This is an optimization exercise on Yosys and OpenROAD, whose aim is small area, a short achievable clock period and few clock cycles per item, not a production implementation.
The RTL was checked by simulation tests, not by an equivalence proof against the original design.
No activity file was given, so power comes from the tool's default toggle rates.

main:
==> flow/design.v <==
`default_nettype none
module page_replacement_fifo_lru #(
  localparam int PAGE_W     = 5,
  localparam int FRAME_W    = 5,
  localparam int TOTAL_W    = 16,
  localparam int CFG_IDX_W  = 1,
  localparam int CFG_DATA_W = 6
) (
  input  wire                   clk,
  input  wire                   rst,
  input  wire                   req_valid,
  output logic                  req_ready,
  input  wire  [PAGE_W-1:0]     req_page_number,
  output logic                  rsp_valid,
  input  wire                   rsp_ready,
  output logic                  rsp_fault,
  output logic [FRAME_W-1:0]    rsp_frame,
  output logic                  rsp_evicted_valid,
  output logic [PAGE_W-1:0]     rsp_evicted_page,
  output logic [TOTAL_W-1:0]    rsp_fault_total,
  input  wire                   cfg_valid,
  output logic                  cfg_ready,
  input  wire  [CFG_IDX_W-1:0]  cfg_index,
  input  wire  [CFG_DATA_W-1:0] cfg_data
);
  localparam int N     = 32;
  localparam int CNT_W = 6;
  localparam int RSP_W = 1 + FRAME_W + 1 + PAGE_W;
  logic             policy;           
  logic [CNT_W-1:0] frames_in_use;
  logic [CNT_W-1:0]   taken;          
  logic [N-1:0]       valid;          
  logic [TOTAL_W-1:0] fault_count;
  logic [N-1:0][PAGE_W-1:0]  lq;
  logic [N-1:0][PAGE_W-1:0]  lr_p;
  logic [N-1:0][FRAME_W-1:0] lr_f;
  logic [N-1:0]       f_vec, v_vec;
  logic              in_v,  sk_v;
  logic [PAGE_W-1:0] in_p,  sk_p;
  logic               c_v;
  logic [PAGE_W-1:0]  c_p;
  logic               hit_c;
  logic [FRAME_W-1:0] hf_c;
  logic [N-1:0]       t_vec;
  logic               ov0, ov1;
  logic [RSP_W-1:0]   o0, o1;
  logic [TOTAL_W-1:0] o0_total;
  logic go, adv_b;
  assign req_ready = !sk_v;
  assign cfg_ready = 1'b1;
  logic f_wait;
  assign go        = c_v && !ov1 && !f_wait;
  assign adv_b     = in_v && (!c_v || go);
  assign rsp_valid = ov0;
  assign {rsp_fault, rsp_frame, rsp_evicted_valid, rsp_evicted_page} = o0;
  assign rsp_fault_total = o0_total;
  logic [CNT_W-1:0] frame_limit;
  logic             full;             
  logic             evict;
  logic [N-1:0]     at_top, at_new;
  always_comb begin
    if (frames_in_use == '0)            frame_limit = CNT_W'(1);
    else if (frames_in_use > CNT_W'(N)) frame_limit = CNT_W'(N);
    else                                frame_limit = frames_in_use;
  end
  logic taken_inc, full_next;
  assign taken_inc = go && !hit_c && !full;
  assign full_next = taken_inc ? !((taken + CNT_W'(1)) < frame_limit) : !(taken < frame_limit);
  assign evict = !hit_c && full;
  always_comb begin
    for (int i = 0; i < N; i++) begin
      at_top[i] = valid[i] && (i == N - 1 || !valid[(i + 1) % N]);
      at_new[i] = !valid[i] && (i == 0 || valid[(i + N - 1) % N]);
    end
  end
  logic [N-1:0] sh_r, ld_r, sh_q, ld_q;
  logic [N-1:0] kp_r, mv_r, nw_r, kp_q, mv_q, nw_q;
  always_comb begin
    for (int i = 0; i < N; i++) begin
      sh_r[i] = hit_c ? t_vec[i] : (full && (policy || f_vec[i]));
      ld_r[i] = (hit_c || full) ? at_top[i] : at_new[i];
      sh_q[i] = evict && (!policy || v_vec[i]);
      ld_q[i] = !hit_c && (full ? at_top[i] : at_new[i]);
      nw_r[i] = go && ld_r[i];
      mv_r[i] = go && !ld_r[i] && sh_r[i];
      kp_r[i] = !nw_r[i] && !mv_r[i];
      nw_q[i] = go && ld_q[i];
      mv_q[i] = go && !ld_q[i] && sh_q[i];
      kp_q[i] = !nw_q[i] && !mv_q[i];
    end
  end
  logic [PAGE_W-1:0]  victim;
  logic [FRAME_W-1:0] fv_frame, new_frame;
  assign victim = policy ? lr_p[0] : lq[0];
  logic [FRAME_W-1:0] fv_cur;
  always_comb begin
    fv_cur = '0;
    for (int i = 0; i < N; i++) begin
      if (valid[i] && (lr_p[i] == lq[0])) fv_cur = fv_cur | lr_f[i];
    end
  end
  always_comb begin
    if (hit_c)       new_frame = hf_c;
    else if (!full)  new_frame = taken[FRAME_W-1:0];
    else if (policy) new_frame = lr_f[0];
    else             new_frame = fv_frame;
  end
  always_ff @(posedge clk) begin
    for (int i = 0; i < N; i++) begin
      lr_p[i] <= ({PAGE_W{nw_r[i]}}  & c_p)
               | ({PAGE_W{mv_r[i]}}  & lr_p[(i + 1) % N])
               | ({PAGE_W{kp_r[i]}}  & lr_p[i]);
      lr_f[i] <= ({FRAME_W{nw_r[i]}} & new_frame)
               | ({FRAME_W{mv_r[i]}} & lr_f[(i + 1) % N])
               | ({FRAME_W{kp_r[i]}} & lr_f[i]);
      lq[i]   <= ({PAGE_W{nw_q[i]}}  & c_p)
               | ({PAGE_W{mv_q[i]}}  & lq[(i + 1) % N])
               | ({PAGE_W{kp_q[i]}}  & lq[i]);
    end
  end
  function automatic logic [N-1:0] prefix_match(input logic [PAGE_W-1:0] key,
                                                input logic [N-1:0][PAGE_W-1:0] list,
                                                input logic [N-1:0] vld);
    logic [N-1:0] pm;
    for (int i = 0; i < N; i++) begin
      pm[i] = vld[i] && (list[i] == key);
    end
    for (int d = 1; d < N; d = d * 2) begin
      for (int i = 0; i < N; i++) begin
        if ((i / d) % 2 == 1) pm[i] = pm[i] | pm[(i / d) * d - 1];
      end
    end
    prefix_match = pm;
  endfunction
  logic [N-1:0] c_t, c_f0, c_v0, c_v1;
  assign c_t  = prefix_match(in_p,    lr_p, valid);
  assign c_f0 = prefix_match(lq[0],   lr_p, valid);
  assign c_v0 = prefix_match(lr_p[0], lq,   valid);
  assign c_v1 = prefix_match(lr_p[1], lq,   valid);
  logic               eq_c, kill_t, hit_b;
  logic [FRAME_W-1:0] hf_cur, hf_b;
  logic [N-1:0]       t_b;
  assign eq_c   = (in_p == c_p);
  assign kill_t = hit_c ? eq_c : (evict && (in_p == victim));
  always_comb begin
    hf_cur = '0;
    for (int i = 0; i < N; i++) begin
      if (valid[i] && (lr_p[i] == in_p)) hf_cur = hf_cur | lr_f[i];
    end
  end
  assign hit_b = go ? (eq_c || (c_t[N-1] && !kill_t)) : c_t[N-1];
  assign hf_b  = (go && eq_c) ? new_frame : hf_cur;
  always_comb begin
    for (int i = 0; i < N; i++) begin
      if (nw_r[i])      t_b[i] = (c_t[i] && !kill_t) || eq_c;
      else if (mv_r[i]) t_b[i] = c_t[(i + 1) % N] && !kill_t;
      else              t_b[i] = c_t[i];
    end
  end
  logic [PAGE_W-1:0] vkey;
  logic [N-1:0]      cf, cv, f_next, v_next;
  logic              eq_f, kill_f, eq_v;
  assign cf     = c_f0;
  assign eq_f   = (lq[0] == c_p);
  assign kill_f = hit_c && eq_f;
  assign vkey   = mv_r[0] ? lr_p[1] : lr_p[0];
  assign cv     = mv_r[0] ? c_v1 : c_v0;
  assign eq_v   = (vkey == c_p);
  always_comb begin
    for (int i = 0; i < N; i++) begin
      if (nw_q[0])      f_next[i] = 1'b1;
      else if (nw_r[i]) f_next[i] = (cf[i] && !kill_f) || eq_f;
      else if (mv_r[i]) f_next[i] = cf[(i + 1) % N] && !kill_f;
      else              f_next[i] = cf[i];
      if (nw_r[0])      v_next[i] = 1'b1;
      else if (nw_q[i]) v_next[i] = cv[i] || eq_v;
      else if (mv_q[i]) v_next[i] = cv[(i + 1) % N];
      else              v_next[i] = cv[i];
    end
  end
  always_ff @(posedge clk) begin
    f_vec   <= f_next;
    fv_frame <= nw_q[0] ? new_frame : fv_cur;
    v_vec   <= v_next;
    f_wait  <= mv_q[0] && adv_b && !hit_b && full_next && !policy;
    if (adv_b) begin
      c_p   <= in_p;
      hit_c <= hit_b;
      hf_c  <= hf_b;
      t_vec <= t_b;
    end
  end
  logic [TOTAL_W-1:0] total_next;
  logic [RSP_W-1:0]   rsp_new;
  assign total_next = (!hit_c && fault_count != '1) ? fault_count + TOTAL_W'(1) : fault_count;
  assign rsp_new    = {!hit_c, new_frame, evict, evict ? victim : PAGE_W'(0)};
  always_ff @(posedge clk) begin
    if (rst) begin
      policy        <= 1'b0;
      frames_in_use <= CNT_W'(4);
      taken         <= '0;
      full          <= 1'b0;
      valid         <= '0;
      fault_count   <= '0;
      in_v          <= 1'b0;
      sk_v          <= 1'b0;
      c_v           <= 1'b0;
      ov0           <= 1'b0;
      ov1           <= 1'b0;
    end else begin
      if (cfg_valid) begin
        if (cfg_index == 1'b0) policy <= cfg_data[0];
        else                   frames_in_use <= cfg_data;
      end
      if (!in_v || adv_b) begin
        in_v <= sk_v || req_valid;
        sk_v <= 1'b0;
      end else if (req_valid) begin
        sk_v <= 1'b1;
      end
      if (adv_b)   c_v <= 1'b1;
      else if (go) c_v <= 1'b0;
      full <= full_next;
      if (go) begin
        fault_count <= total_next;
        if (taken_inc) begin
          taken <= taken + CNT_W'(1);
          valid <= {valid[N-2:0], 1'b1};
        end
      end
      if (ov0 && rsp_ready) begin
        ov0 <= ov1 || go;
        ov1 <= ov1 && go;
      end else begin
        if (!ov0)    ov0 <= go;
        else if (go) ov1 <= 1'b1;
      end
    end
  end
  always_ff @(posedge clk) begin
    if (!in_v || adv_b) begin
      in_p <= sk_v ? sk_p : req_page_number;
    end
    if (!sk_v) begin
      sk_p <= req_page_number;
    end
    if (ov0 && rsp_ready) begin
      o0       <= ov1 ? o1 : rsp_new;
      o0_total <= ov1 ? fault_count : total_next;
      if (ov1) o1 <= rsp_new;
    end else if (!ov0) begin
      o0       <= rsp_new;
      o0_total <= total_next;
    end else if (!ov1) begin
      o1 <= rsp_new;
    end
  end
endmodule
`default_nettype wire
export LEC_CHECK = 0
export CAP_MARGIN = 20
export CORE_MARGIN = 2
export CORE_UTILIZATION = 30
export CTS_BUF_LIST = sky130_fd_sc_hd__clkbuf_8
export CTS_CLUSTER_DIAMETER = 60
export CTS_CLUSTER_SIZE = 14
export SETUP_SLACK_MARGIN = 5
export SLEW_MARGIN = 20
create_clock -name core_clock -period 8.0 [get_ports {clk}]
run.sh (not shown) runs the stock make flow with config.mk's settings and CLKGATE_MAP_FILE= SYNTH_SCRIPT=/design/flow/synth_recipe.tcl, a recipe that flattens the netlist after the stock synthesis.
Testbench counts of main, summed over its fixed seeds: cycles 14,939, refs 14,400.
Changes in the feature branch relative to main:
-- flow/design.v --
<<< main, line 41
  logic [PAGE_W-1:0]  c_p;
  logic               hit_c;
  logic [FRAME_W-1:0] hf_c;
  logic [N-1:0]       t_vec;
  logic               ov0, ov1;
>>> the feature branch, line 41
  logic [PAGE_W-1:0]  c_p;
  logic               hit_c;
  logic [N-1:0]       t_vec;
  logic               ov0, ov1;
<<< main, line 78
  always_comb begin
    for (int i = 0; i < N; i++) begin
      sh_r[i] = hit_c ? t_vec[i] : (full && (policy || f_vec[i]));
      ld_r[i] = (hit_c || full) ? at_top[i] : at_new[i];
      sh_q[i] = evict && (!policy || v_vec[i]);
      ld_q[i] = !hit_c && (full ? at_top[i] : at_new[i]);
      nw_r[i] = go && ld_r[i];
>>> the feature branch, line 77
  always_comb begin
    for (int i = 0; i < N; i++) begin
      sh_r[i] = (i < N - 1) && (hit_c ? t_vec[i] : (full && (policy || f_vec[i])));
      ld_r[i] = (hit_c || full) ? at_top[i] : at_new[i];
      sh_q[i] = (i < N - 1) && evict && (!policy || v_vec[i]);
      ld_q[i] = !hit_c && (full ? at_top[i] : at_new[i]);
      nw_r[i] = go && ld_r[i];
<<< main, line 93
  logic [FRAME_W-1:0] fv_frame, new_frame;
  assign victim = policy ? lr_p[0] : lq[0];
  logic [FRAME_W-1:0] fv_cur;
  always_comb begin
    fv_cur = '0;
    for (int i = 0; i < N; i++) begin
      if (valid[i] && (lr_p[i] == lq[0])) fv_cur = fv_cur | lr_f[i];
    end
  end
>>> the feature branch, line 92
  logic [FRAME_W-1:0] fv_frame, new_frame;
  assign victim = policy ? lr_p[0] : lq[0];
  logic [FRAME_W-1:0] hf_c;
  always_comb begin
    hf_c     = '0;
    fv_frame = '0;
    for (int i = 0; i < N; i++) begin
      if (valid[i] && t_vec[i] && (i == 0 || !t_vec[(i + N - 1) % N])) hf_c = hf_c | lr_f[i];
      if (valid[i] && f_vec[i] && (i == 0 || !f_vec[(i + N - 1) % N])) fv_frame = fv_frame | lr_f[i];
    end
  end
<<< main, line 139
  assign c_v1 = prefix_match(lr_p[1], lq,   valid);
  logic               eq_c, kill_t, hit_b;
  logic [FRAME_W-1:0] hf_cur, hf_b;
  logic [N-1:0]       t_b;
  assign eq_c   = (in_p == c_p);
  assign kill_t = hit_c ? eq_c : (evict && (in_p == victim));
  always_comb begin
    hf_cur = '0;
    for (int i = 0; i < N; i++) begin
      if (valid[i] && (lr_p[i] == in_p)) hf_cur = hf_cur | lr_f[i];
    end
  end
  assign hit_b = go ? (eq_c || (c_t[N-1] && !kill_t)) : c_t[N-1];
  assign hf_b  = (go && eq_c) ? new_frame : hf_cur;
  always_comb begin
    for (int i = 0; i < N; i++) begin
>>> the feature branch, line 140
  assign c_v1 = prefix_match(lr_p[1], lq,   valid);
  logic               eq_c, kill_t, hit_b;
  logic [N-1:0]       t_b;
  assign eq_c   = (in_p == c_p);
  assign kill_t = hit_c ? eq_c : (evict && (in_p == victim));
  assign hit_b = go ? (eq_c || (c_t[N-1] && !kill_t)) : c_t[N-1];
  always_comb begin
    for (int i = 0; i < N; i++) begin
<<< main, line 158
    end
  end
  logic [PAGE_W-1:0] vkey;
  logic [N-1:0]      cf, cv, f_next, v_next;
  logic              eq_f, kill_f, eq_v;
  assign cf     = c_f0;
  assign eq_f   = (lq[0] == c_p);
  assign kill_f = hit_c && eq_f;
  assign vkey   = mv_r[0] ? lr_p[1] : lr_p[0];
  assign cv     = mv_r[0] ? c_v1 : c_v0;
  assign eq_v   = (vkey == c_p);
  always_comb begin
    for (int i = 0; i < N; i++) begin
>>> the feature branch, line 151
    end
  end
  logic [N-1:0]      cf, cv, f_next, v_next;
  logic              eq_f, kill_f;
  assign cf     = c_f0;
  assign eq_f   = (lq[0] == c_p);
  assign kill_f = hit_c && eq_f;
  assign cv     = mv_r[0] ? c_v1 : c_v0;
  always_comb begin
    for (int i = 0; i < N; i++) begin
<<< main, line 174
      else              f_next[i] = cf[i];
      if (nw_r[0])      v_next[i] = 1'b1;
      else if (nw_q[i]) v_next[i] = cv[i] || eq_v;
      else if (mv_q[i]) v_next[i] = cv[(i + 1) % N];
      else              v_next[i] = cv[i];
>>> the feature branch, line 164
      else              f_next[i] = cf[i];
      if (nw_r[0])      v_next[i] = 1'b1;
      else if (mv_q[i]) v_next[i] = cv[(i + 1) % N];
      else              v_next[i] = cv[i];
<<< main, line 181
  always_ff @(posedge clk) begin
    f_vec   <= f_next;
    fv_frame <= nw_q[0] ? new_frame : fv_cur;
    v_vec   <= v_next;
    f_wait  <= mv_q[0] && adv_b && !hit_b && full_next && !policy;
>>> the feature branch, line 170
  always_ff @(posedge clk) begin
    f_vec   <= f_next;
    v_vec   <= v_next;
    f_wait  <= mv_q[0] && adv_b && !hit_b && full_next && !policy;
<<< main, line 187
      c_p   <= in_p;
      hit_c <= hit_b;
      hf_c  <= hf_b;
      t_vec <= t_b;
    end
>>> the feature branch, line 175
      c_p   <= in_p;
      hit_c <= hit_b;
      t_vec <= t_b;
    end
### Flow results
main and the feature branch ended up with nearly the same share of the synthesized netlist area taken by xor and xnor gates.
The feature branch ended with less share of final-layout standard cells stronger than drive strength 1 than main.
Wire length per cell was higher in main than in the feature branch.
Total power (higher): main
The average via count per standard cell of the feature branch falls short of that of main by about 3.4%.
For main, the capturing instance or port of the critical path was v_vec[27], unlike the feature branch, where it was t_vec[23].
The more densely filled core belongs to main, not the feature branch.
Row area of the core: the feature branch lower / main higher
Testbench counts of the feature branch, summed over its fixed seeds: cycles 14,939, refs 14,400.

[port drivers added, routing unchanged]
The flow's constraints put no driver on any port. The routed layouts listed below were extracted and timed again, unchanged, in two steps.
Step 1 (the two cells are an assumption about what drives the block):
set clk [get_ports {clk}]
set_driving_cell -lib_cell sky130_fd_sc_hd__clkbuf_16 $clk
set_driving_cell -lib_cell sky130_fd_sc_hd__buf_2 [delete_from_list [all_inputs] $clk]
Step 2 moves the port delays by t, midway between the first and last clock arrival at a register: inputs arrive t later, outputs are due t later. That takes back most of the time a late clock gives input paths.
a / b / c = ideal / step 1 / step 2; a / b = the first two.
run | t (ns) | setup slack, ns | worst hold slack (ns) | worst setup path after step 2 | slew at the worst register clock pin (ns)
main | 0.856 | 4.755 / 4.755 / 4.425 | 0.473 / 0.473 / 0.473 | input to register | 0.11 / 0.11
the feature branch | 0.807 | 4.884 / 4.884 / 4.440 | 0.475 / 0.475 / 0.475 | input to register | 0.10 / 0.10
After both steps setup and hold are still met in every run listed. The setup slack of the feature branch, which loses most, moves by 0.000 ns with the drivers and by -0.444 ns with both steps.
